Source: an optimization exercise on an open RTL-to-GDS flow (aim: small area, a short achievable clock period and few clock cycles per item). Production flows keep margins and buffers that such runs may drop. In this exercise RTL edits were held to simulation tests only and were not proved equivalent to the original. Power and IR drop assume default switching activity.

==> design.v <==
module particle_force_euler_step #(
    parameter int unsigned FRAC_BITS = 16
) (
    input  logic          aclk,
    input  logic          aresetn,
    input  logic          s_tvalid,
    output logic          s_tready,
    input  logic [87:0]   s_tdata,
    input  logic [1:0]    s_tuser,
    output logic          m_tvalid,
    input  logic          m_tready,
    output logic [159:0]  m_tdata,
    output logic [0:0]    m_tuser,
    input  logic          cfg_wr_en,
    input  logic [2:0]    cfg_addr,
    input  logic [31:0]   cfg_wdata
);
    function automatic logic [1:0] top_quad(input logic [31:0] v);
        logic [32:0] e;
        e = {v, 1'b0};
        top_quad = 2'd0;
        for (int c = 1; c < 4; c++) begin
            if (!(e[8*c +: 9] == 9'h000 || e[8*c +: 9] == 9'h1FF)) top_quad = c[1:0];
        end
    endfunction
    function automatic logic [11:0] quad_digits(input logic [31:0] v, input logic [1:0] c);
        logic [32:0] e;
        logic [8:0]  w;
        e = {v, 1'b0};
        w = e[8*c +: 9];
        quad_digits = {w[8:6], w[6:4], w[4:2], w[2:0]};
    endfunction
    localparam logic [11:0] DIG_ADD  = 12'b000_000_000_001;    
    localparam logic [11:0] DIG_ZERO = 12'd0;
    function automatic logic [34:0] booth_row(input logic [2:0] x, input logic [31:0] md,
                                               input logic pneg);
        logic one, two, neg;
        logic [33:0] sel;
        one = x[1] ^ x[0];
        two = (x[2] & ~x[1] & ~x[0]) | (~x[2] & x[1] & x[0]);
        neg = (x[2] & ~(x[1] & x[0])) ^ pneg;
        sel = one ? {{2{md[31]}}, md} : two ? {md[31], md, 1'b0} : 34'd0;
        booth_row = {neg, sel ^ {34{neg}}};
    endfunction
    function automatic logic [63:0] bk_add(input logic [63:0] x, input logic [63:0] z);
        logic [63:0] g, p, gg, pp;
        g = x & z;
        p = x ^ z;
        gg = g;
        pp = p;
        for (int l = 1; l < 64; l = l * 2)
            for (int i = 2 * l - 1; i < 64; i += 2 * l) begin
                gg[i] = gg[i] | (pp[i] & gg[i - l]);
                pp[i] = pp[i] & pp[i - l];
            end
        for (int l = 16; l >= 1; l = l / 2)
            for (int i = 3 * l - 1; i < 64; i += 2 * l) begin
                gg[i] = gg[i] | (pp[i] & gg[i - l]);
                pp[i] = pp[i] & pp[i - l];
            end
        bk_add = p ^ {gg[62:0], 1'b0};
    endfunction
    function automatic logic [127:0] csa(input logic [63:0] a, input logic [63:0] b,
                                         input logic [63:0] c, input logic cin);
        csa = {((a[62:0] & b[62:0]) | (a[62:0] & c[62:0]) | (b[62:0] & c[62:0])), cin,
               a ^ b ^ c};
    endfunction
    function automatic logic [63:0] mac_add(input logic [63:0] base, input logic [34:0] r3,
                                            input logic [34:0] r2, input logic [34:0] r1,
                                            input logic [34:0] r0, input logic cin);
        logic [127:0] l1, l2, l3;
        logic [63:0]  q3, q2, q1, q0;
        q3 = {24'hFF_FFFF, ~r3[33], r3[32:0], 6'd0};
        q2 = {26'd0, ~r2[33], r2[32:0], 4'd0};
        q1 = {28'd0, ~r1[33], r1[32:0], 2'd0};
        q0 = {25'd0, 1'b1, 1'b0, 1'b1, ~r0[33], r0[33], r0[33], r0[32:0]};
        l1 = csa(base, q3, q2, 1'b0);
        l2 = csa(l1[63:0], l1[127:64], q1, 1'b0);
        l3 = csa(l2[63:0], l2[127:64], q0, cin);
        mac_add = bk_add(l3[63:0], l3[127:64]);
    endfunction
    function automatic logic [32:0] clamp64(input logic [63:0] x);
        if (!x[63] && x[62:31] != 32'd0)             clamp64 = {1'b1, 32'h7FFF_FFFF};
        else if (x[63] && x[62:31] != 32'hFFFF_FFFF) clamp64 = {1'b1, 32'h8000_0000};
        else                                         clamp64 = {1'b0, x[31:0]};
    endfunction
    function automatic logic small32(input logic [31:0] v);
        small32 = v[31] == v[30];
    endfunction
    function automatic logic smallp(input logic [63:0] w);
        smallp = (w[63:46] == 18'd0) || (w[63:46] == 18'h3FFFF);
    endfunction
    function automatic logic [1:0] bound_quad(input logic [31:0] v, input logic [63:0] w);
        logic [47:0] p, u;
        logic [49:0] s;
        p = w[63:16];
        u = ({{16{v[31]}}, v} ^ {{17{v[31]}}, v[31:1]}) | (p ^ {p[47], p[47:1]});
        s = {u, 2'b00};
        bound_quad = 2'd0;
        for (int c = 1; c < 4; c++) if (s[8*c +: 8] != 8'd0) bound_quad = c[1:0];
        if (s[49:32] != 18'd0) bound_quad = 2'd3;
    endfunction
    function automatic logic [1:0] max2(input logic [1:0] a, input logic [1:0] b);
        max2 = (a > b) ? a : b;
    endfunction
    logic [30:0]        mass_r, drag_r;
    logic               mzero_r;
    logic [1:0]         drag_tq;
    logic [31:0]        grav_r, wind_r, sx_r, sy_r, svx_r, svy_r;
    logic [31:0]        px_r, py_r, vx_r, vy_r;
    logic [31:0]        spd_r;           
    logic               sat_r;
    logic               mvalid_r;
    logic [63:0]        wx_r, wy_r;
    logic [35:0]        ax_r;            
    logic [33:0]        ay_r;            
    logic [16:0]        dt_r;
    logic [1:0]         dt_tq;
    logic               coll_r, rst_r;
    logic               negx_r, negy_r, dfirst_r;
    logic [4:0]         cnt_r;
    logic [1:0]         cnty_r;
    logic [11:0]        digx_r, digy_r;  
    logic               firstx_r, firsty_r;
    localparam int I_IDLE = 0, I_KS = 1, I_KSX = 2, I_DX = 3, I_F = 4, I_FS = 5, I_DIV = 6,
                   I_AX = 7, I_V = 8, I_VS = 9, I_SQ = 10, I_SUM = 11, I_SQRT = 12,
                   I_WAIT = 13;
    localparam int NS = 14;
    localparam int Y_DONE = 0, Y_MX = 1, Y_UX = 2, Y_MY = 3, Y_UY = 4, Y_FIN = 5;
    localparam int NY = 6;
    logic [NS-1:0] st_r, st_n;
    logic [NY-1:0] yst_r, yst_n;
    logic s_idle, s_ks, s_ksx, s_dx, s_f, s_fs, s_div, s_ax, s_v, s_vs, s_sq, s_sum, s_sqrt,
          s_wait;
    assign s_idle = st_r[I_IDLE];
    assign s_ks   = st_r[I_KS];
    assign s_ksx  = st_r[I_KSX];
    assign s_dx   = st_r[I_DX];
    assign s_f    = st_r[I_F];
    assign s_fs   = st_r[I_FS];
    assign s_div  = st_r[I_DIV];
    assign s_ax   = st_r[I_AX];
    assign s_v    = st_r[I_V];
    assign s_vs   = st_r[I_VS];
    assign s_sq   = st_r[I_SQ];
    assign s_sum  = st_r[I_SUM];
    assign s_sqrt = st_r[I_SQRT];
    assign s_wait = st_r[I_WAIT];
    logic [30:0] m_div;
    assign m_div = {mass_r[30:1], mass_r[0] | mzero_r};
    logic [31:8] fmask;
    always_comb begin
        for (int i = 8; i < 32; i++) fmask[i] = (m_div >> (i - 7)) == 31'd0;
    end
    logic start;        
    assign start = s_idle && s_tvalid && (!mvalid_r || m_tready);
    logic y_fin;        
    assign y_fin = yst_r[Y_DONE] || yst_r[Y_FIN];
    logic cnt0;
    assign cnt0 = (cnt_r == 5'd0);
    logic sqrt_last;
    assign sqrt_last = s_sqrt && cnt0;
    logic accept;
    assign accept = (sqrt_last || s_wait) && y_fin;
    assign s_tready = accept;
    logic        drag_wr;
    logic [30:0] drag_nx;
    logic [1:0]  drag_tq_nx;
    assign drag_wr    = cfg_wr_en && cfg_addr == 3'd2;
    assign drag_nx    = drag_wr ? cfg_wdata[30:0] : drag_r;
    assign drag_tq_nx = drag_wr ? top_quad({1'b0, cfg_wdata[30:0]}) : drag_tq;
    logic [31:0] amd_x, amd_y;
    logic        apn_x, apn_y, abig_x, abig_y, asat_x, asat_y;
    assign abig_x = ax_r[33] | ax_r[32] | ax_r[31];
    assign abig_y = ay_r[33] | ay_r[32] | ay_r[31];
    assign amd_x  = abig_x ? (negx_r ? 32'h8000_0000 : 32'h7FFF_FFFF) : ax_r[31:0];
    assign amd_y  = abig_y ? (negy_r ? 32'h8000_0000 : 32'h7FFF_FFFF) : ay_r[31:0];
    assign apn_x  = negx_r & ~abig_x;
    assign apn_y  = negy_r & ~abig_y;
    assign asat_x = ax_r[33] | ax_r[32] | (ax_r[31] & (~negx_r | (ax_r[30:0] != 31'd0)));
    assign asat_y = ay_r[33] | ay_r[32] | (ay_r[31] & (~negy_r | (ay_r[30:0] != 31'd0)));
    logic y_mx, y_ux, y_my, y_uy;
    assign y_mx = yst_r[Y_MX];
    assign y_ux = yst_r[Y_UX];
    assign y_my = yst_r[Y_MY];
    assign y_uy = yst_r[Y_UY];
    logic [31:0] mdx, mdy;
    always_comb begin
        mdx = {1'b0, spd_r[30:0]};
        if (s_dx | s_sq | s_v) mdx = vx_r;
        if (s_ax)              mdx = amd_x;
        if (s_f)               mdx = wind_r;
        mdy = vy_r;
        if (s_ax) mdy = amd_y;
        if (s_f)  mdy = grav_r;
        if (y_mx) mdy = vx_r;
        if (y_ux) mdy = px_r;
        if (y_uy) mdy = py_r;
    end
    logic addx, addy, inv;
    assign addx = s_f | s_v;                     
    assign addy = s_f | s_v | y_ux | y_uy;
    assign inv  = s_f & ~coll_r;                 
    logic [34:0] r3x, r2x, r1x, r0x, r3y, r2y, r1y, r0y;
    assign r3x = booth_row(digx_r[11:9], mdx, s_ax & apn_x);
    assign r2x = booth_row(digx_r[8:6],  mdx, s_ax & apn_x);
    assign r1x = booth_row(digx_r[5:3],  mdx, s_ax & apn_x);
    assign r0x = booth_row(digx_r[2:0],  mdx, s_ax & apn_x);
    assign r3y = booth_row(digy_r[11:9], mdy, s_ax & apn_y);
    assign r2y = booth_row(digy_r[8:6],  mdy, s_ax & apn_y);
    assign r1y = booth_row(digy_r[5:3],  mdy, s_ax & apn_y);
    assign r0y = booth_row(digy_r[2:0],  mdy, s_ax & apn_y);
    logic [63:0] basex, basey;
    always_comb begin
        if (addx) basex = {{16{wx_r[63]}}, wx_r[63:16]} ^ {64{inv}};
        else begin
            basex = firstx_r ? 64'd0 : {wx_r[55:0], 8'd0};
            basex[0] = r0x[34];
            basex[2] = r1x[34];
            basex[4] = r2x[34];
            basex[6] = r3x[34];
        end
        if (addy) basey = {{16{wy_r[63]}}, wy_r[63:16]} ^ {64{inv}};
        else begin
            basey = firsty_r ? 64'd0 : {wy_r[55:0], 8'd0};
            basey[0] = r0y[34];
            basey[2] = r1y[34];
            basey[4] = r2y[34];
            basey[6] = r3y[34];
        end
    end
    logic [63:0] macx, macy;
    assign macx = mac_add(basex, r3x, r2x, r1x, r0x, inv);
    assign macy = mac_add(basey, r3y, r2y, r1y, r0y, inv);
    logic [32:0] d1ax, d1bx, d1tx, d1ay, d1by, d1ty;
    logic [30:0] dr1x, dr1y, dr2x, dr2y;
    logic [31:0] x2x, x2y;
    logic [32:0] t2x, t2y;
    always_comb begin
        if (s_f) begin
            d1ax = coll_r ? 33'd0 : wx_r[48:16];
            d1bx = coll_r ? wx_r[48:16] : {wind_r[31], wind_r};
            d1ay = coll_r ? 33'd0 : wy_r[48:16];
            d1by = coll_r ? wy_r[48:16] : {grav_r[31], grav_r};
        end else if (s_fs) begin
            d1ax = 33'd0;
            d1bx = wx_r[32:0];
            d1ay = 33'd0;
            d1by = wy_r[32:0];
        end else begin
            d1ax = {1'b0, wx_r[62:32], wx_r[31]};
            d1bx = {2'b00, m_div};
            d1ay = {1'b0, wy_r[62:32], wy_r[31]};
            d1by = {2'b00, m_div};
        end
        d1tx = d1ax - d1bx;
        d1ty = d1ay - d1by;
        dr1x = d1tx[32] ? d1ax[30:0] : d1tx[30:0];
        dr1y = d1ty[32] ? d1ay[30:0] : d1ty[30:0];
        x2x  = {dr1x, wx_r[30]};
        x2y  = {dr1y, wy_r[30]};
        t2x  = {1'b0, x2x} - {2'b00, m_div};
        t2y  = {1'b0, x2y} - {2'b00, m_div};
        dr2x = t2x[32] ? x2x[30:0] : t2x[30:0];
        dr2y = t2y[32] ? x2y[30:0] : t2y[30:0];
    end
    logic fsmall;
    assign fsmall = coll_r || (smallp(wx_r) && smallp(wy_r) && small32(wind_r) && small32(grav_r));
    logic [31:0] fmagx, fmagy;
    assign fmagx = d1tx[32] ? macx[31:0] : d1tx[31:0];
    assign fmagy = d1ty[32] ? macy[31:0] : d1ty[31:0];
    function automatic logic [33:0] force_mag(input logic [63:0] f, input logic [32:0] negf);
        logic hi, lo;
        logic [31:0] mag;
        hi = ~f[63] & (f[62:31] != 32'd0);
        lo = f[63] & (f[62:31] != 32'hFFFF_FFFF);
        if (!f[63]) mag = hi ? 32'h7FFF_FFFF : f[31:0];
        else        mag = lo ? 32'h8000_0000 : negf[31:0];
        force_mag = {hi | lo, f[63], mag};
    endfunction
    logic [33:0] fsx, fsy;
    assign fsx = force_mag(wx_r, d1tx);
    assign fsy = force_mag(wy_r, d1ty);
    logic fastx, fasty;
    assign fastx = (wx_r[55:32] & fmask) == 24'd0;
    assign fasty = (wy_r[55:32] & fmask) == 24'd0;
    logic vsmall;
    assign vsmall = small32(vx_r) && small32(vy_r) && smallp(wx_r) && smallp(wy_r);
    logic [1:0] v_tq;
    assign v_tq = max2(bound_quad(vx_r, wx_r), bound_quad(vy_r, wy_r));
    logic [32:0] cwx, cwy;      
    assign cwx = clamp64(wx_r);
    assign cwy = clamp64(wy_r);
    logic [1:0] vs_tq, r_tq;
    assign vs_tq = max2(top_quad(cwx[31:0]), top_quad(cwy[31:0]));
    assign r_tq  = max2(top_quad(svx_r), top_quad(svy_r));
    logic        ks_sat;
    logic [30:0] ks_val;
    assign ks_sat = wx_r[63:47] != 17'd0;
    assign ks_val = ks_sat ? 31'h7FFF_FFFF : wx_r[46:16];
    logic [1:0] ks_tq;
    assign ks_tq = top_quad({1'b0, ks_val});
    logic [63:0] ssum;
    logic        skip16, skip20;
    assign ssum   = bk_add(wx_r, wy_r);
    assign skip16 = (wx_r[63:47] == 17'd0) && (wy_r[63:47] == 17'd0);
    assign skip20 = (wx_r[63:43] == 21'd0) && (wy_r[63:43] == 21'd0);
    logic [35:0] sx1, sx2, st1, st2;
    logic [36:0] sd1, sd2;
    logic [35:0] sr1, sr2;
    logic [31:0] sq1, sq2;
    always_comb begin
        sx1 = {ax_r[33:0], wx_r[63:62]};
        st1 = {2'b00, spd_r, 2'b01};
        sd1 = {1'b0, sx1} - {1'b0, st1};
        sr1 = sd1[36] ? sx1 : sd1[35:0];
        sq1 = {spd_r[30:0], ~sd1[36]};
        sx2 = {sr1[33:0], wx_r[61:60]};
        st2 = {2'b00, sq1, 2'b01};
        sd2 = {1'b0, sx2} - {1'b0, st2};
        sr2 = sd2[36] ? sx2 : sd2[35:0];
        sq2 = {sq1[30:0], ~sd2[36]};
    end
    always_ff @(posedge aclk) begin
        if (!aresetn) begin
            mass_r   <= 31'(1 << FRAC_BITS);
            mzero_r  <= 1'b0;
            grav_r   <= -32'sd642908;
            drag_r   <= '0;
            drag_tq  <= 2'd0;
            wind_r   <= '0;
            sx_r     <= '0;
            sy_r     <= '0;
            svx_r    <= '0;
            svy_r    <= '0;
        end else if (cfg_wr_en) begin
            case (cfg_addr)
                3'd0: begin
                    mass_r  <= cfg_wdata[30:0];
                    mzero_r <= cfg_wdata[30:0] == 31'd0;
                end
                3'd1: grav_r <= cfg_wdata;
                3'd2: begin
                    drag_r  <= cfg_wdata[30:0];
                    drag_tq <= drag_tq_nx;
                end
                3'd3: wind_r <= cfg_wdata;
                3'd4: sx_r   <= cfg_wdata;
                3'd5: sy_r   <= cfg_wdata;
                3'd6: svx_r  <= cfg_wdata;
                default: svy_r <= cfg_wdata;
            endcase
        end
    end
    logic [4:0]  cnt_n;
    logic [1:0]  cnty_n;
    logic [11:0] digx_n, digy_n;
    logic        firstx_n, firsty_n;
    logic        div_go;        
    assign div_go = s_div && !(dfirst_r && !(fastx && fasty));
    always_comb begin
        st_n     = st_r;
        cnt_n    = cnt_r - 5'd1;
        digx_n   = DIG_ZERO;
        digy_n   = DIG_ZERO;
        firstx_n = 1'b0;
        if (accept || s_idle) begin
            st_n     = NS'(1) << I_IDLE;
            digx_n   = quad_digits({1'b0, drag_nx}, drag_tq_nx);
            firstx_n = 1'b1;
        end
        if (start) begin
            if (s_tuser[0]) begin
                st_n     = NS'(1) << I_SQ;
                cnt_n    = {3'd0, r_tq};
                digx_n   = quad_digits(svx_r, r_tq);
                digy_n   = quad_digits(svy_r, r_tq);
                firstx_n = 1'b1;
            end else if (s_tuser[1]) begin
                st_n     = NS'(1) << I_F;
                digx_n   = DIG_ZERO;
                firstx_n = 1'b0;
            end else if (drag_tq == 2'd0) begin
                st_n     = NS'(1) << I_KSX;
                firstx_n = 1'b0;
            end else begin
                st_n     = NS'(1) << I_KS;
                cnt_n    = {3'd0, drag_tq - 2'd1};
                digx_n   = quad_digits({1'b0, drag_r}, drag_tq - 2'd1);
                firstx_n = 1'b0;
            end
        end
        if (s_ks) begin
            if (cnt0) st_n = NS'(1) << I_KSX;
            else      digx_n = quad_digits({1'b0, drag_r}, cnt_n[1:0]);
        end
        if (s_ksx) begin
            st_n     = NS'(1) << I_DX;
            cnt_n    = {3'd0, ks_tq};
            digx_n   = quad_digits({1'b0, ks_val}, ks_tq);
            digy_n   = quad_digits({1'b0, ks_val}, ks_tq);
            firstx_n = 1'b1;
        end
        if (s_dx) begin
            if (cnt0) begin
                st_n   = NS'(1) << I_F;
                digx_n = DIG_ADD;
                digy_n = DIG_ADD;
            end else begin
                digx_n = quad_digits({1'b0, ax_r[30:0]}, cnt_n[1:0]);
                digy_n = quad_digits({1'b0, ax_r[30:0]}, cnt_n[1:0]);
            end
        end
        if (s_f) begin
            st_n  = fsmall ? NS'(1) << I_DIV : NS'(1) << I_FS;
            cnt_n = 5'd11;
        end
        if (s_fs) begin
            st_n  = NS'(1) << I_DIV;
            cnt_n = 5'd11;
        end
        if (s_div) begin
            if (!div_go) cnt_n = 5'd16;
            else if (cnt0) begin
                st_n     = NS'(1) << I_AX;
                cnt_n    = {3'd0, dt_tq};
                digx_n   = quad_digits({15'd0, dt_r}, dt_tq);
                digy_n   = quad_digits({15'd0, dt_r}, dt_tq);
                firstx_n = 1'b1;
            end
        end
        if (s_ax) begin
            if (cnt0) begin
                st_n   = NS'(1) << I_V;
                digx_n = DIG_ADD;
                digy_n = DIG_ADD;
            end else begin
                digx_n = quad_digits({15'd0, dt_r}, cnt_n[1:0]);
                digy_n = quad_digits({15'd0, dt_r}, cnt_n[1:0]);
            end
        end
        if (s_v) begin
            if (vsmall) begin
                st_n     = NS'(1) << I_SQ;
                cnt_n    = {3'd0, v_tq};
                digx_n   = quad_digits(macx[31:0], v_tq);
                digy_n   = quad_digits(macy[31:0], v_tq);
                firstx_n = 1'b1;
            end else begin
                st_n = NS'(1) << I_VS;
            end
        end
        if (s_vs) begin
            st_n     = NS'(1) << I_SQ;
            cnt_n    = {3'd0, vs_tq};
            digx_n   = quad_digits(cwx[31:0], vs_tq);
            digy_n   = quad_digits(cwy[31:0], vs_tq);
            firstx_n = 1'b1;
        end
        if (s_sq) begin
            if (cnt0) st_n = NS'(1) << I_SUM;
            else begin
                digx_n = quad_digits(vx_r, cnt_n[1:0]);
                digy_n = quad_digits(vy_r, cnt_n[1:0]);
            end
        end
        if (s_sum) begin
            st_n  = NS'(1) << I_SQRT;
            cnt_n = skip20 ? 5'd10 : skip16 ? 5'd11 : 5'd15;
        end
        if (sqrt_last && !y_fin) st_n = NS'(1) << I_WAIT;
        if (s_wait && !y_fin)    st_n = NS'(1) << I_WAIT;
        yst_n    = yst_r;
        cnty_n   = cnty_r - 2'd1;
        firsty_n = 1'b0;
        if (s_sum && !rst_r) begin
            yst_n    = NY'(1) << Y_MX;
            cnty_n   = dt_tq;
            digy_n   = quad_digits({15'd0, dt_r}, dt_tq);
            firsty_n = 1'b1;
        end
        if (y_mx || y_my) begin
            if (cnty_r == 2'd0) begin
                yst_n  = yst_r << 1;
                digy_n = DIG_ADD;
            end else begin
                digy_n = quad_digits({15'd0, dt_r}, cnty_n);
            end
        end
        if (y_ux) begin
            yst_n    = NY'(1) << Y_MY;
            cnty_n   = dt_tq;
            digy_n   = quad_digits({15'd0, dt_r}, dt_tq);
            firsty_n = 1'b1;
        end
        if (y_uy)          yst_n = NY'(1) << Y_FIN;
        if (yst_r[Y_FIN])  yst_n = NY'(1) << Y_DONE;
        if (st_n[I_DX] || st_n[I_AX] || st_n[I_SQ]) firsty_n = firstx_n;
    end
    always_ff @(posedge aclk) begin
        dt_r  <= s_tdata[16:0];
        dt_tq <= top_quad({15'd0, s_tdata[16:0]});
        digx_r   <= digx_n;
        digy_r   <= digy_n;
        firstx_r <= firstx_n;
        firsty_r <= firsty_n;
        cnt_r    <= cnt_n;
        cnty_r   <= cnty_n;
        if (!aresetn) begin
            st_r     <= NS'(1) << I_IDLE;
            yst_r    <= NY'(1) << Y_DONE;
            mvalid_r <= 1'b0;
            px_r     <= '0;
            py_r     <= '0;
            vx_r     <= '0;
            vy_r     <= '0;
            spd_r    <= '0;
            sat_r    <= 1'b0;
        end else begin
            st_r  <= st_n;
            yst_r <= yst_n;
            if (mvalid_r && m_tready) mvalid_r <= 1'b0;
            if (accept) mvalid_r <= 1'b1;
            dfirst_r <= 1'b0;
            if (s_idle) begin
                wx_r <= s_tuser[1] ? {{16{s_tdata[48]}}, s_tdata[48:17], 16'd0} : macx;
                wy_r <= {{16{s_tdata[80]}}, s_tdata[80:49], 16'd0};
                if (start) begin
                    rst_r  <= s_tuser[0];
                    coll_r <= s_tuser[1];
                    sat_r  <= 1'b0;
                    if (s_tuser[0]) begin
                        px_r <= sx_r;
                        py_r <= sy_r;
                        vx_r <= svx_r;
                        vy_r <= svy_r;
                    end
                end
            end
            if (s_ks) wx_r <= macx;
            if (s_ksx) begin
                ax_r <= {5'd0, ks_val};
                if (ks_sat) sat_r <= 1'b1;
            end
            if (s_dx || s_ax || s_sq) begin
                wx_r <= macx;
                wy_r <= macy;
            end
            if (s_f) begin
                ax_r <= '0;
                ay_r <= '0;
                if (fsmall) begin
                    wx_r     <= {8'd0, fmagx, 24'd0};
                    wy_r     <= {8'd0, fmagy, 24'd0};
                    negx_r   <= ~d1tx[32];
                    negy_r   <= ~d1ty[32];
                    dfirst_r <= 1'b1;
                end else begin
                    wx_r <= macx;
                    wy_r <= macy;
                end
            end
            if (s_fs) begin
                wx_r     <= {8'd0, fsx[31:0], 24'd0};
                wy_r     <= {8'd0, fsy[31:0], 24'd0};
                negx_r   <= fsx[32];
                negy_r   <= fsy[32];
                if (fsx[33] | fsy[33]) sat_r <= 1'b1;
                dfirst_r <= 1'b1;
            end
            if (s_div) begin
                if (!div_go) begin
                    wx_r <= {10'd0, wx_r[63:10]};
                    wy_r <= {10'd0, wy_r[63:10]};
                end else begin
                    wx_r <= {1'b0, dr2x, wx_r[29:0], 2'b00};
                    wy_r <= {1'b0, dr2y, wy_r[29:0], 2'b00};
                    ax_r <= {ax_r[33:0], ~d1tx[32], ~t2x[32]};
                    ay_r <= {ay_r[31:0], ~d1ty[32], ~t2y[32]};
                end
            end
            if (s_ax) begin
                if (asat_x | asat_y) sat_r <= 1'b1;
            end
            if (s_v) begin
                if (vsmall) begin
                    vx_r <= macx[31:0];
                    vy_r <= macy[31:0];
                end else begin
                    wx_r <= macx;
                    wy_r <= macy;
                end
            end
            if (s_vs) begin
                vx_r <= cwx[31:0];
                vy_r <= cwy[31:0];
                if (cwx[32] | cwy[32]) sat_r <= 1'b1;
            end
            if (s_sum) begin
                wx_r  <= skip20 ? {ssum[43:0], 20'd0} : skip16 ? {ssum[47:0], 16'd0} : ssum;
                ax_r  <= '0;
                spd_r <= '0;
            end
            if (s_sqrt) begin
                wx_r  <= {wx_r[59:0], 4'd0};
                ax_r  <= sr2;
                spd_r <= sq2;
                if (cnt0 && sq2[31]) begin
                    spd_r <= 32'h7FFF_FFFF;
                    sat_r <= 1'b1;
                end
            end
            if (y_mx || y_my || y_ux || y_uy) wy_r <= macy;
            if (y_my && firsty_r) begin
                px_r <= cwy[31:0];
                if (cwy[32]) sat_r <= 1'b1;
            end
            if (yst_r[Y_FIN]) begin
                py_r <= cwy[31:0];
                if (cwy[32]) sat_r <= 1'b1;
            end
        end
    end
    assign m_tvalid = mvalid_r;
    assign m_tdata  = {1'b0, spd_r[30:0], vy_r, vx_r, py_r, px_r};
    assign m_tuser  = sat_r;
endmodule
==> run.sh <==
#!/bin/bash
# synth_recipe.tcl (not shown) runs the flow's synth.tcl, then flattens the netlist and writes it again
# the make line also repeats each setting of config.mk as NAME=value (left out here)
make -C /OpenROAD-flow-scripts/flow DESIGN_CONFIG=/design/flow/config.mk WORK_HOME=/design/flow/orfs CLKGATE_MAP_FILE= SYNTH_SCRIPT=/design/flow/synth_recipe.tcl finish
==> config.mk <==
export PLATFORM = sky130hd
export DESIGN_NAME = particle_force_euler_step
export DESIGN_NICKNAME = particle_force_euler_step
export VERILOG_FILES = /design/flow/design.v
export SDC_FILE = /design/flow/constraint.sdc
export NUM_CORES = 4
export LEC_CHECK = 0
export CAP_MARGIN = 20
export CORE_MARGIN = 2
export CORE_UTILIZATION = 40
export SETUP_SLACK_MARGIN = 5
export SLEW_MARGIN = 30
==> constraint.sdc <==
create_clock -name core_clock -period 12.0 [get_ports {aclk}]
set_input_delay 2.4000 -clock core_clock [delete_from_list [all_inputs] [get_ports {aclk}]]
set_output_delay 2.4000 -clock core_clock [all_outputs]
set_load 0.01 [all_outputs]
==> run summary, run 1 <==
- Total die area: 213800 µm²
- Avg Inst Size Synth: 7.552 µm²
- Number of synthesized flops with an enable pin: 201
- Starting Density: 40.19%
- Die X: 462.4 µm
- #FFs+latches synth: 686
- Pwr/cell area: 339.6 nW/µm²
- Max-slew violations: 0
- CTS root buf: clkbuf_16
- Final Hold Viols: 0
- Boundary Pins: 293
- Initial drt markers: 16884
- Peak supply drop: 0.3079 mV
- Pleak: 40.44 nW
- # fillers: 20557
- Final core occ: 50.29%
- Worst slew pin tran: 1.173 ns
- Layout cells sized above 1: 18.73%
- CTS tree: built
- Startpoint Class: register
- Maximum buffer depth of the clock tree: 3
- Post-Syn Area: 84060 µm²
- Tmin final: 8.321 ns
- Yosys cell types: 104
- WL per Instance: 39.26 µm
- Number of global-route vias before repair: 91293
- Max Freq: 120.2 MHz
- Initial antenna violation count: 74
- Reg-to-reg setup timing slack: 3.68 ns
- Worst R2R Start: negy_r
- Remaining routing DRC violations: 0
- Pre-antenna DRT Iters: 14
- CTS Buf Count: 91
- Post-synthesis cell count: 11131
- Sequential fraction of the synthesis area: 18.73%
- Critical Path RT: 12.45 ns
- Setup-failing EPs final: 0
- Final ANT Viol Nets: 0
- Post-Place Setup Slack: 2.410 ns
- Largest net degree at the start of global routing: 185
- Area Growth Syn to Fin: 25.12%
- YS warnings: 1
- First-pass GRT wire length: 757000 µm
- CP max stage cell: edfxtp_1
- Port buffer count: 284
- Fin crit share: 69.34%
- Total Wirelength: 565700 µm
- GRT Total Usage: 50.24%
- Routed vias/inst: 6.965
- Worst-Skew Late Latency: 0.80 ns
- FFs w/ async S/R, synth: 0%
- Final worst setup slack: 3.679 ns
- HP Start: mass_r[0]
- H-tree depth: 3
- Setup TNS Final: 0 ns
- Worst Skew: 0.08410 ns
- Worst hold path cell count: 2
- Post-DP HPWL: 408900 µm
- Tot Pwr: 35.71 mW
- GP Congestion: 1.088
- Predominant post-synthesis flop cell: dfxtp_1
- Synth Net Count: 12176
- Reg2Reg Depth: 35
- Net count, final: 12514
- Reg2Reg Capture Point: wy_r[63]
- Maxcap violations: 0
- FP Rows: 168
- CORE AREA: 209200 µm²
- Clock slew at reported path FFs: 0.07 ns
- Crit end category: register
- Total gr overflow: 0
- Hold Buf Count CTS: 0
- Clock Sinks: 686
- RSZ-0062 raised after global routing: yes
- Worst hold path endpoint: mass_r[0]
- DR vias: 100364
- CP arrival: 8.77 ns
- Crit Path Class: reg2reg
- CP max FO: 15
- Crit path largest cell delay: 0.58 ns
- Cell mode on critical path: fa_1
- Max-slew headroom: 21.54%
- Die H: 462.4 µm
- Worst Hold Class: reg2reg
- Outcome: complete, no violations
[report_power, final]
part           internal, mW  switching (mW)
sequential             2.74           0.433
combinational          11.2            18.3
clock                  1.72            1.32
[how the worst max path moves through the flow]
stage	startpoint	endpoint	slack, ns	cells after the start
after floorplan	ay_r[32]	wy_r[63]	4.89	36
after global placement	st_r[5]	wx_r[37]	2.33	31
after detailed placement	st_r[5]	wx_r[37]	2.41	28
after CTS	ay_r[33]	wy_r[63]	3.89	39
after global routing	ay_r[33]	wy_r[63]	3.43	38
final	negy_r	wy_r[63]	3.68	35
[placed cells by master (no fill, tap or decap), types with 224 or more instances in the layout]
cell type	instances
nor2_1	800
xnor2_1	338
a22oi_1	245
ha_1	568
a21boi_0	245
nand2_1	1528
clkdlybuf4s50_1	273
inv_1	534
buf_4	654
a21oi_1	740
o21ai_0	493
dfxtp_1	463
fa_1	224
[Yosys cell counts, types with 68 or more instances]
| cell type | count | area, µm² |
|---|---|---|
| a211oi_1 | 157 | 1179 |
| edfxtp_1 | 201 | 6036 |
| nand2_1 | 1592 | 5976 |
| a221oi_1 | 141 | 1235 |
| nor2b_1 | 156 | 975.9 |
| nand4_1 | 102 | 638.1 |
| nor3_1 | 171 | 855.8 |
| o21a_1 | 71 | 533.0 |
| nand2b_1 | 95 | 594.3 |
| a22oi_1 | 292 | 2192 |
| o21ai_0 | 660 | 3303 |
| xor2_1 | 238 | 2085 |
| o211ai_1 | 84 | 630.6 |
| clkbuf_1 | 759 | 2849 |
| a21boi_0 | 252 | 1892 |
| nand3_1 | 203 | 1016 |
| inv_1 | 563 | 2113 |
| a21oi_1 | 860 | 4304 |
| ha_1 | 623 | 7795 |
| a31oi_1 | 90 | 563.0 |
| dfxtp_1 | 485 | 9709 |
| a21o_1 | 190 | 1426 |
| fa_1 | 292 | 5846 |
| mux2i_1 | 224 | 2242 |
| o221ai_1 | 98 | 858.3 |
| nor4_1 | 80 | 500.5 |
| o22ai_1 | 155 | 969.7 |
| xnor2_1 | 380 | 3328 |
| buf_1 | 68 | 255.2 |
| nor2_1 | 861 | 3232 |
[routing by layer]
metal	vias to the layer above	track usage, %	share of wire, %
li1	40723	-	-
met1	48708	62.71	37
met2	8646	67.55	38
met3	2239	22.25	15
met4	48	36.80	9.1
met5	-	0.4234	0.12
[state kept, by name (all words and copies together), names as in the netlist, 34 cells and up]
name,cells
ay_r,34
wy_r,64
ax_r,34
wx_r,64
[kinds of logic after synthesis]
family                   share of synthesized area, %
XOR/XNOR                                        6.459
multiplexers                                    5.354
adder cells (fa/ha/maj)                         16.23
flip-flops                                      18.73
AND/OR/NAND/NOR                                 18.79
buffers and inverters                           6.871
AO/OA/AOI/OAI                                   27.56
other                                        0.004461
[through the flow]
step | instance area, µm² | hold slack [ns] | cells
after floorplan | 85060 | 0.4285 | 11131
after global placement | 90980 | 0.4476 | 13722
after detailed placement | 91120 | 0.4551 | 13727
after CTS | 102200 | 0.4635 | 14238
after global routing | 105000 | 0.4809 | 14360
final | 105200 | 0.4600 | 14410
[worst max-delay path, delay by kind of cell (launching register included)]
kind / cells / cell delay [ns]
AOI/OAI and AO/OA: 18 / 3.37
adders and majority gates: 5 / 2.12
and+or+nand+nor: 6 / 0.84
xor gates and xnor gates: 3 / 0.65
DFF: 1 / 0.58
buffers and inverters: 3 / 0.41
[layout make-up]
cell class,count,area (µm²),area share (%)
Timing Repair Buffer,1142,11250,10.70
Tap cell,2805,3510,3.337
Timing Repair inverter,1,8.758,0.008328
Antenna cell,59,147.6,0.1404
Clock buffer,125,2619,2.490
Sequential cell,686,15790,15.02
Clock inverter,45,603.1,0.5734
Multi-Input combinational cell,8973,69020,65.62
Inverter,574,2223,2.114
[what timing repair did]
item,4_1_cts,5_1_grt
pin swaps,378,299
endpoints found under the setup margin,203,181
resized for setup,985,383
setup buffers,310,110
cloned,31,1
Testbench counts, summed over its fixed seeds: cycles 95,178, items 2,880.
==> run 2: changes to the inputs <==
--- a/design.v
+++ b/design.v
@@ -15,23 +15,23 @@
     input  logic [2:0]    cfg_addr,
     input  logic [31:0]   cfg_wdata
 );
-    function automatic logic [1:0] top_quad(input logic [31:0] v);
+    function automatic logic [2:0] top_quad(input logic [31:0] v);
         logic [32:0] e;
         e = {v, 1'b0};
-        top_quad = 2'd0;
-        for (int c = 1; c < 4; c++) begin
-            if (!(e[8*c +: 9] == 9'h000 || e[8*c +: 9] == 9'h1FF)) top_quad = c[1:0];
+        top_quad = 3'd0;
+        for (int c = 1; c < 8; c++) begin
+            if (!(e[4*c +: 5] == 5'h00 || e[4*c +: 5] == 5'h1F)) top_quad = c[2:0];
         end
     endfunction
-    function automatic logic [11:0] quad_digits(input logic [31:0] v, input logic [1:0] c);
+    function automatic logic [5:0] quad_digits(input logic [31:0] v, input logic [2:0] c);
         logic [32:0] e;
-        logic [8:0]  w;
+        logic [4:0]  w;
         e = {v, 1'b0};
-        w = e[8*c +: 9];
-        quad_digits = {w[8:6], w[6:4], w[4:2], w[2:0]};
+        w = e[4*c +: 5];
+        quad_digits = {w[4:2], w[2:0]};
     endfunction
-    localparam logic [11:0] DIG_ADD  = 12'b000_000_000_001;    
-    localparam logic [11:0] DIG_ZERO = 12'd0;
+    localparam logic [5:0] DIG_ADD  = 6'b000_001;    
+    localparam logic [5:0] DIG_ZERO = 6'd0;
     function automatic logic [34:0] booth_row(input logic [2:0] x, input logic [31:0] md,
                                                input logic pneg);
         logic one, two, neg;
@@ -65,19 +65,14 @@
         csa = {((a[62:0] & b[62:0]) | (a[62:0] & c[62:0]) | (b[62:0] & c[62:0])), cin,
                a ^ b ^ c};
     endfunction
-    function automatic logic [63:0] mac_add(input logic [63:0] base, input logic [34:0] r3,
-                                            input logic [34:0] r2, input logic [34:0] r1,
+    function automatic logic [63:0] mac_add(input logic [63:0] base, input logic [34:0] r1,
                                             input logic [34:0] r0, input logic cin);
-        logic [127:0] l1, l2, l3;
-        logic [63:0]  q3, q2, q1, q0;
-        q3 = {24'hFF_FFFF, ~r3[33], r3[32:0], 6'd0};
-        q2 = {26'd0, ~r2[33], r2[32:0], 4'd0};
-        q1 = {28'd0, ~r1[33], r1[32:0], 2'd0};
-        q0 = {25'd0, 1'b1, 1'b0, 1'b1, ~r0[33], r0[33], r0[33], r0[32:0]};
-        l1 = csa(base, q3, q2, 1'b0);
-        l2 = csa(l1[63:0], l1[127:64], q1, 1'b0);
-        l3 = csa(l2[63:0], l2[127:64], q0, cin);
-        mac_add = bk_add(l3[63:0], l3[127:64]);
+        logic [127:0] l1;
+        logic [63:0]  q1, q0;
+        q1 = {28'hFFF_FFFF, ~r1[33], r1[32:0], 2'd0};
+        q0 = {29'd0, ~r0[33], r0[33], r0[33], r0[32:0]};
+        l1 = csa(base, q1, q0, cin);
+        mac_add = bk_add(l1[63:0], l1[127:64]);
     endfunction
     function automatic logic [32:0] clamp64(input logic [63:0] x);
         if (!x[63] && x[62:31] != 32'd0)             clamp64 = {1'b1, 32'h7FFF_FFFF};
@@ -90,22 +85,22 @@
     function automatic logic smallp(input logic [63:0] w);
         smallp = (w[63:46] == 18'd0) || (w[63:46] == 18'h3FFFF);
     endfunction
-    function automatic logic [1:0] bound_quad(input logic [31:0] v, input logic [63:0] w);
+    function automatic logic [2:0] bound_quad(input logic [31:0] v, input logic [63:0] w);
         logic [47:0] p, u;
         logic [49:0] s;
         p = w[63:16];
         u = ({{16{v[31]}}, v} ^ {{17{v[31]}}, v[31:1]}) | (p ^ {p[47], p[47:1]});
         s = {u, 2'b00};
-        bound_quad = 2'd0;
-        for (int c = 1; c < 4; c++) if (s[8*c +: 8] != 8'd0) bound_quad = c[1:0];
-        if (s[49:32] != 18'd0) bound_quad = 2'd3;
+        bound_quad = 3'd0;
+        for (int c = 1; c < 8; c++) if (s[4*c +: 4] != 4'd0) bound_quad = c[2:0];
+        if (s[49:32] != 18'd0) bound_quad = 3'd7;
     endfunction
-    function automatic logic [1:0] max2(input logic [1:0] a, input logic [1:0] b);
+    function automatic logic [2:0] max2(input logic [2:0] a, input logic [2:0] b);
         max2 = (a > b) ? a : b;
     endfunction
     logic [30:0]        mass_r, drag_r;
     logic               mzero_r;
-    logic [1:0]         drag_tq;
+    logic [2:0]         drag_tq;
     logic [31:0]        grav_r, wind_r, sx_r, sy_r, svx_r, svy_r;
     logic [31:0]        px_r, py_r, vx_r, vy_r;
     logic [31:0]        spd_r;           
@@ -115,12 +110,12 @@
     logic [35:0]        ax_r;            
     logic [33:0]        ay_r;            
     logic [16:0]        dt_r;
-    logic [1:0]         dt_tq;
+    logic [2:0]         dt_tq;
     logic               coll_r, rst_r;
     logic               negx_r, negy_r, dfirst_r;
     logic [4:0]         cnt_r;
-    logic [1:0]         cnty_r;
-    logic [11:0]        digx_r, digy_r;  
+    logic [2:0]         cnty_r;
+    logic [5:0]         digx_r, digy_r;  
     logic               firstx_r, firsty_r;
     localparam int I_IDLE = 0, I_KS = 1, I_KSX = 2, I_DX = 3, I_F = 4, I_FS = 5, I_DIV = 6,
                    I_AX = 7, I_V = 8, I_VS = 9, I_SQ = 10, I_SUM = 11, I_SQRT = 12,
@@ -165,7 +160,7 @@
     assign s_tready = accept;
     logic        drag_wr;
     logic [30:0] drag_nx;
-    logic [1:0]  drag_tq_nx;
+    logic [2:0]  drag_tq_nx;
     assign drag_wr    = cfg_wr_en && cfg_addr == 3'd2;
     assign drag_nx    = drag_wr ? cfg_wdata[30:0] : drag_r;
     assign drag_tq_nx = drag_wr ? top_quad({1'b0, cfg_wdata[30:0]}) : drag_tq;
@@ -201,37 +196,29 @@
     assign addx = s_f | s_v;                     
     assign addy = s_f | s_v | y_ux | y_uy;
     assign inv  = s_f & ~coll_r;                 
-    logic [34:0] r3x, r2x, r1x, r0x, r3y, r2y, r1y, r0y;
-    assign r3x = booth_row(digx_r[11:9], mdx, s_ax & apn_x);
-    assign r2x = booth_row(digx_r[8:6],  mdx, s_ax & apn_x);
+    logic [34:0] r1x, r0x, r1y, r0y;
     assign r1x = booth_row(digx_r[5:3],  mdx, s_ax & apn_x);
     assign r0x = booth_row(digx_r[2:0],  mdx, s_ax & apn_x);
-    assign r3y = booth_row(digy_r[11:9], mdy, s_ax & apn_y);
-    assign r2y = booth_row(digy_r[8:6],  mdy, s_ax & apn_y);
     assign r1y = booth_row(digy_r[5:3],  mdy, s_ax & apn_y);
     assign r0y = booth_row(digy_r[2:0],  mdy, s_ax & apn_y);
     logic [63:0] basex, basey;
     always_comb begin
         if (addx) basex = {{16{wx_r[63]}}, wx_r[63:16]} ^ {64{inv}};
         else begin
-            basex = firstx_r ? 64'd0 : {wx_r[55:0], 8'd0};
+            basex = firstx_r ? 64'd0 : {wx_r[59:0], 4'd0};
             basex[0] = r0x[34];
             basex[2] = r1x[34];
-            basex[4] = r2x[34];
-            basex[6] = r3x[34];
         end
         if (addy) basey = {{16{wy_r[63]}}, wy_r[63:16]} ^ {64{inv}};
         else begin
-            basey = firsty_r ? 64'd0 : {wy_r[55:0], 8'd0};
+            basey = firsty_r ? 64'd0 : {wy_r[59:0], 4'd0};
             basey[0] = r0y[34];
             basey[2] = r1y[34];
-            basey[4] = r2y[34];
-            basey[6] = r3y[34];
         end
     end
     logic [63:0] macx, macy;
-    assign macx = mac_add(basex, r3x, r2x, r1x, r0x, inv);
-    assign macy = mac_add(basey, r3y, r2y, r1y, r0y, inv);
+    assign macx = mac_add(basex, r1x, r0x, inv);
+    assign macy = mac_add(basey, r1y, r0y, inv);
     logic [32:0] d1ax, d1bx, d1tx, d1ay, d1by, d1ty;
     logic [30:0] dr1x, dr1y, dr2x, dr2y;
     logic [31:0] x2x, x2y;
@@ -286,19 +273,19 @@
     assign fasty = (wy_r[55:32] & fmask) == 24'd0;
     logic vsmall;
     assign vsmall = small32(vx_r) && small32(vy_r) && smallp(wx_r) && smallp(wy_r);
-    logic [1:0] v_tq;
+    logic [2:0] v_tq;
     assign v_tq = max2(bound_quad(vx_r, wx_r), bound_quad(vy_r, wy_r));
     logic [32:0] cwx, cwy;      
     assign cwx = clamp64(wx_r);
     assign cwy = clamp64(wy_r);
-    logic [1:0] vs_tq, r_tq;
+    logic [2:0] vs_tq, r_tq;
     assign vs_tq = max2(top_quad(cwx[31:0]), top_quad(cwy[31:0]));
     assign r_tq  = max2(top_quad(svx_r), top_quad(svy_r));
     logic        ks_sat;
     logic [30:0] ks_val;
     assign ks_sat = wx_r[63:47] != 17'd0;
     assign ks_val = ks_sat ? 31'h7FFF_FFFF : wx_r[46:16];
-    logic [1:0] ks_tq;
+    logic [2:0] ks_tq;
     assign ks_tq = top_quad({1'b0, ks_val});
     logic [63:0] ssum;
     logic        skip16, skip20;
@@ -327,7 +314,7 @@
             mzero_r  <= 1'b0;
             grav_r   <= -32'sd642908;
             drag_r   <= '0;
-            drag_tq  <= 2'd0;
+            drag_tq  <= 3'd0;
             wind_r   <= '0;
             sx_r     <= '0;
             sy_r     <= '0;
@@ -353,8 +340,8 @@
         end
     end
     logic [4:0]  cnt_n;
-    logic [1:0]  cnty_n;
-    logic [11:0] digx_n, digy_n;
+    logic [2:0]  cnty_n;
+    logic [5:0]  digx_n, digy_n;
     logic        firstx_n, firsty_n;
     logic        div_go;        
     assign div_go = s_div && !(dfirst_r && !(fastx && fasty));
@@ -372,7 +359,7 @@
         if (start) begin
             if (s_tuser[0]) begin
                 st_n     = NS'(1) << I_SQ;
-                cnt_n    = {3'd0, r_tq};
+                cnt_n    = {2'd0, r_tq};
                 digx_n   = quad_digits(svx_r, r_tq);
                 digy_n   = quad_digits(svy_r, r_tq);
                 firstx_n = 1'b1;
@@ -380,23 +367,23 @@
                 st_n     = NS'(1) << I_F;
                 digx_n   = DIG_ZERO;
                 firstx_n = 1'b0;
-            end else if (drag_tq == 2'd0) begin
+            end else if (drag_tq == 3'd0) begin
                 st_n     = NS'(1) << I_KSX;
                 firstx_n = 1'b0;
             end else begin
                 st_n     = NS'(1) << I_KS;
-                cnt_n    = {3'd0, drag_tq - 2'd1};
-                digx_n   = quad_digits({1'b0, drag_r}, drag_tq - 2'd1);
+                cnt_n    = {2'd0, drag_tq - 3'd1};
+                digx_n   = quad_digits({1'b0, drag_r}, drag_tq - 3'd1);
                 firstx_n = 1'b0;
             end
         end
         if (s_ks) begin
             if (cnt0) st_n = NS'(1) << I_KSX;
-            else      digx_n = quad_digits({1'b0, drag_r}, cnt_n[1:0]);
+            else      digx_n = quad_digits({1'b0, drag_r}, cnt_n[2:0]);
         end
         if (s_ksx) begin
             st_n     = NS'(1) << I_DX;
-            cnt_n    = {3'd0, ks_tq};
+            cnt_n    = {2'd0, ks_tq};
             digx_n   = quad_digits({1'b0, ks_val}, ks_tq);
             digy_n   = quad_digits({1'b0, ks_val}, ks_tq);
             firstx_n = 1'b1;
@@ -407,8 +394,8 @@
                 digx_n = DIG_ADD;
                 digy_n = DIG_ADD;
             end else begin
-                digx_n = quad_digits({1'b0, ax_r[30:0]}, cnt_n[1:0]);
-                digy_n = quad_digits({1'b0, ax_r[30:0]}, cnt_n[1:0]);
+                digx_n = quad_digits({1'b0, ax_r[30:0]}, cnt_n[2:0]);
+                digy_n = quad_digits({1'b0, ax_r[30:0]}, cnt_n[2:0]);
             end
         end
         if (s_f) begin
@@ -423,7 +410,7 @@
             if (!div_go) cnt_n = 5'd16;
             else if (cnt0) begin
                 st_n     = NS'(1) << I_AX;
-                cnt_n    = {3'd0, dt_tq};
+                cnt_n    = {2'd0, dt_tq};
                 digx_n   = quad_digits({15'd0, dt_r}, dt_tq);
                 digy_n   = quad_digits({15'd0, dt_r}, dt_tq);
                 firstx_n = 1'b1;
@@ -435,14 +422,14 @@
                 digx_n = DIG_ADD;
                 digy_n = DIG_ADD;
             end else begin
-                digx_n = quad_digits({15'd0, dt_r}, cnt_n[1:0]);
-                digy_n = quad_digits({15'd0, dt_r}, cnt_n[1:0]);
+                digx_n = quad_digits({15'd0, dt_r}, cnt_n[2:0]);
+                digy_n = quad_digits({15'd0, dt_r}, cnt_n[2:0]);
             end
         end
         if (s_v) begin
             if (vsmall) begin
                 st_n     = NS'(1) << I_SQ;
-                cnt_n    = {3'd0, v_tq};
+                cnt_n    = {2'd0, v_tq};
                 digx_n   = quad_digits(macx[31:0], v_tq);
                 digy_n   = quad_digits(macy[31:0], v_tq);
                 firstx_n = 1'b1;
@@ -452,7 +439,7 @@
         end
         if (s_vs) begin
             st_n     = NS'(1) << I_SQ;
-            cnt_n    = {3'd0, vs_tq};
+            cnt_n    = {2'd0, vs_tq};
             digx_n   = quad_digits(cwx[31:0], vs_tq);
             digy_n   = quad_digits(cwy[31:0], vs_tq);
             firstx_n = 1'b1;
@@ -460,8 +447,8 @@
         if (s_sq) begin
             if (cnt0) st_n = NS'(1) << I_SUM;
             else begin
-                digx_n = quad_digits(vx_r, cnt_n[1:0]);
-                digy_n = quad_digits(vy_r, cnt_n[1:0]);
+                digx_n = quad_digits(vx_r, cnt_n[2:0]);
+                digy_n = quad_digits(vy_r, cnt_n[2:0]);
             end
         end
         if (s_sum) begin
@@ -471,7 +458,7 @@
         if (sqrt_last && !y_fin) st_n = NS'(1) << I_WAIT;
         if (s_wait && !y_fin)    st_n = NS'(1) << I_WAIT;
         yst_n    = yst_r;
-        cnty_n   = cnty_r - 2'd1;
+        cnty_n   = cnty_r - 3'd1;
         firsty_n = 1'b0;
         if (s_sum && !rst_r) begin
             yst_n    = NY'(1) << Y_MX;
@@ -480,7 +467,7 @@
             firsty_n = 1'b1;
         end
         if (y_mx || y_my) begin
-            if (cnty_r == 2'd0) begin
+            if (cnty_r == 3'd0) begin
                 yst_n  = yst_r << 1;
                 digy_n = DIG_ADD;
             end else begin
==> run summary, run 2 <==
- Outcome: complete, no violations
- Synth Net Count: 11565 (-5.0%)
- DP Cell Count: 13245 (-3.5%)
- Setup TNS Final: 0 ns (unchanged)
- Post-route design area: 98800 µm² (-6.1%)
- Crit path largest cell delay: 0.48 ns (-0.10 ns)
- Tmin final: 7.601 ns (-0.7204 ns)
- Routed vias/inst: 7.146 (+2.6%)
- FFs w/ async S/R, synth: 0% (unchanged)
- Maxcap violations: 0 (unchanged)
- Sequential fraction of the synthesis area: 19.67% (+0.94 points)
- Top-count cell post-synth: nand2_1
- Total gr overflow: 0 (unchanged)
- Port buffer count: 284 (unchanged)
- Final worst setup slack: 4.399 ns (+0.7204 ns)
- Largest regs: wx_r: 64 flops, wy_r: 64 flops
- Total Wirelength: 566600 µm (+0.16%)
- YS warnings: 1 (unchanged)
- Worst Hold Class: reg2reg
- Hold Buf Count CTS: 0 (unchanged)
- Number of synthesized flops with an enable pin: 201 (unchanged)
- Post-DP Area: 86140 µm² (-5.5%)
- Maximum buffer depth of the clock tree: 3 (unchanged)
- Post-Syn Area: 79550 µm² (-5.4%)
- GP Congestion: 1.140 (+4.8%)
- CTS Buf Count: 93 (+2.2%)
- Final core occ: 50.05% (-0.24 points)
- Most common cell after layout, fill and taps aside: nand2_1
- Most frequent cells in the layout: nand2_1 (1580), a21oi_1 (855), nor2_1 (756), buf_4 (669), o21ai_0 (517)
- Tot Pwr: 22.94 mW (-36%)
- Post-DP HPWL: 406300 µm (-0.62%)
- Boundary Pins: 293 (unchanged)
- CORE AREA: 197400 µm² (-5.6%)
- Critical Path RT: 12.55 ns (+0.10 ns)
- WL per Instance: 40.72 µm (+3.7%)
- CP max FO: 7 (-8)
- Setup-failing EPs final: 0 (unchanged)
- Fin crit share: 63.34% (-6.0 points)
- Crit end category: register
- Synth cell count leaders: nand2_1 (1610), a21oi_1 (991), nor2_1 (844), clkbuf_1 (702), o21ai_0 (663)
- GRT Total Usage: 53.36% (+3.1 points)
- Pleak: 38.57 nW (-4.6%)
- Number of global-route vias before repair: 89529 (-1.9%)
- Die X: 449.9 µm (-2.7%)
- DR vias: 99425 (-0.94%)
- Total die area: 202500 µm² (-5.3%)
- Worst Skew: 0.05363 ns (-0.03048 ns)
- Post-synthesis cell count: 10770 (-3.2%)
- Top area cells in the synthesized netlist: dfxtp_1 (12%), ha_1 (7.8%), nand2_1 (7.6%)
- Remaining routing DRC violations: 0 (unchanged)
- H-tree depth: 3 (unchanged)
- CP arrival: 8.15 ns (-0.62 ns)
- #FFs+latches synth: 681 (-0.73%)
- Yosys top cell by area: dfxtp_1
- Peak supply drop: 0.1488 mV (-52%)
- Top delay family on crit path: compound AO/OA/AOI/OAI gates
- Pwr/cell area: 232.2 nW/µm² (-32%)
- Startpoint Class: register
- Post-synth top area share: 12.08% (+0.53 points)
- Clock Sinks: 681 (-0.73%)
- Net count, final: 11922 (-4.7%)
- Pre-antenna DRT Iters: 11 (-3)
- Clock slew at reported path FFs: 0.07 ns (about the same)
- First-pass GRT wire length: 754600 µm (-0.31%)
- Largest net degree at the start of global routing: 226 (+22%)
- Max-slew violations: 0 (unchanged)
- RSZ-0062 raised after global routing: yes
- Worst-Skew Late Latency: 0.85 ns (+0.05 ns)
- Hold_ws: 0.4666 ns (+0.006614 ns)
- Max-slew headroom: 17.80% (-3.7 points)
- Max Freq: 131.6 MHz (+9.5%)
- CTS root buf: clkbuf_16
- Area Growth Syn to Fin: 24.21%
- Non-Filler Instances: 13914 (-3.4%)
- Predominant post-synthesis flop cell: dfxtp_1
- Layout cells sized above 1: 18.35% (-0.38 points)
- Final Hold Viols: 0 (unchanged)
- Initial drt markers: 18477 (+9.4%)
- Initial antenna violation count: 76 (+2.7%)
- Crit Path Class: reg2reg
- FP Rows: 163 (-3.0%)
- CP max stage cell: inv_1
- Worst path bufs/invs: 4 (+1)
- Post-Place Setup Slack: 2.089 ns (-0.3209 ns)
- Avg Inst Size Synth: 7.386 µm² (-2.2%)
- Starting Density: 40.29% (+0.10 points)
- Final ANT Viol Nets: 0 (unchanged)
- Die H: 449.9 µm (-2.7%)
- Worst slew pin tran: 1.222 ns (+0.04918 ns)
- CTS tree: built
- Yosys cell types: 113 (+8.7%)
-- run 2: changes by cell type in the layout (fill, tap and decap cells not counted), sizes merged, moves of 37 or more --
| cell | before | now |
|---|---|---|
| a21oi | 863 | 993 |
| fa | 292 | 168 |
| xor2 | 238 | 178 |
| mux2i | 225 | 355 |
| or4 | 14 | 51 |
| xnor2 | 381 | 306 |
| mux2 | 62 | 142 |
| a22oi | 292 | 205 |
| inv | 558 | 406 |
| ha | 623 | 497 |
| a221oi | 142 | 82 |
| mux4 | 68 | 29 |
-- run 2: path summary, 6_finish.rpt --
path,start,to,slack (ns),cells after the start
worst min register to register,sy_r[19],sy_r[19],0.47,2
worst min-delay path,sy_r[19],sy_r[19],0.47,2
worst max register to register,mass_r[24],wx_r[50],4.40,29
worst max-delay path,mass_r[24],wx_r[50],4.40,29
-- run 2: layout make-up --
class | count | area (µm²)
flip-flops and latches | 681 | 15710
fillers | 19597 | 98620
clock inverters | 46 | 590.6
multi-input cells | 8795 | 63710
clock buffers | 129 | 2825
inverters | 435 | 1760
well taps | 2640 | 3303
diodes | 67 | 167.7
repair buffers | 1121 | 10740
-- run 2: what timing repair did --
action,in CTS,in global routing
pin swaps,242,201
endpoints found under the setup margin,170,124
endpoints found under the hold margin,0,0
setup buffers,328,62
gates cloned,29,1
resized for setup,916,258
-- run 2: kinds of logic (layout without fill, tap and decap cells) --
kind of cell               after synthesis  count (layout)  share of synthesized area (%)
DFF                                    681             681                          19.67
and+or+nand+nor                       3631            3639                          20.67
buffers and inverters                 1305            1731                          6.479
xor gates and xnor gates               484             484                          5.348
muxes                                  526             526                          7.319
AOI/OAI and AO/OA                     3477            3480                          28.47
adders and majority gates              665             665                          12.05
other                                    1              68                       0.004714
-- run 2: worst reg2reg max path: cells and delay by family, from the launching register on --
kind	cells	cell delay, ns
adders and majority gates	2	0.58
buffers and inverters	4	0.95
DFF	1	0.36
and+or+nand+nor	5	1.02
AOI/OAI and AO/OA	17	4.05
muxes	1	0.35
-- run 2: report_power, final --
| part | leakage (nW) | switching (mW) | internal [mW] | total [mW] |
|---|---|---|---|---|
| sequential | 5.90 | 0.306 | 2.62 | 2.93 |
| clock | 1.67 | 1.39 | 1.82 | 3.21 |
| combinational | 31.0 | 10.9 | 5.90 | 16.8 |
| total | 38.6 | 12.6 | 10.3 | 22.9 |
-- run 2: layer usage --
| metal | global-route usage [%] | up-vias | wire, µm |
|---|---|---|---|
| li1 | - | 39689 | - |
| met1 | 63.65 | 47896 | 199600 |
| met2 | 71.38 | 9039 | 214700 |
| met3 | 23.75 | 2755 | 87500 |
| met4 | 47.28 | 46 | 64280 |
| met5 | 0.7102 | - | 532 |
Testbench counts of run 2, summed over its fixed seeds: cycles 111,121, items 2,880.

-- what the ideal ports hide --
In the flow no input, the clock included, has a driving cell. The finished layouts below were timed again as built, in two steps.
Step 1 sets driving cells, clkbuf_16 on the clock port and buf_2 on the other inputs (assumed; they add their load-dependent delay and slew).
Step 2 also shifts input and output timing later by t, the mid clock arrival at the registers, as if the neighbouring blocks saw the same clock.
Three values: ideal ports, drivers, drivers and shift; two values: the first two.
run	t, ns	setup WS [ns]	slew at the worst register clock pin (ns)	worst slew at a driven data input, ns	pins driven straight from the clock port
run 1	0.853	3.679 / 3.679 / 3.679	0.08 / 0.08	0.06	1
run 2	0.902	4.399 / 4.399 / 4.399	0.08 / 0.08	0.13	1
After both steps setup and hold are still met in every run listed.
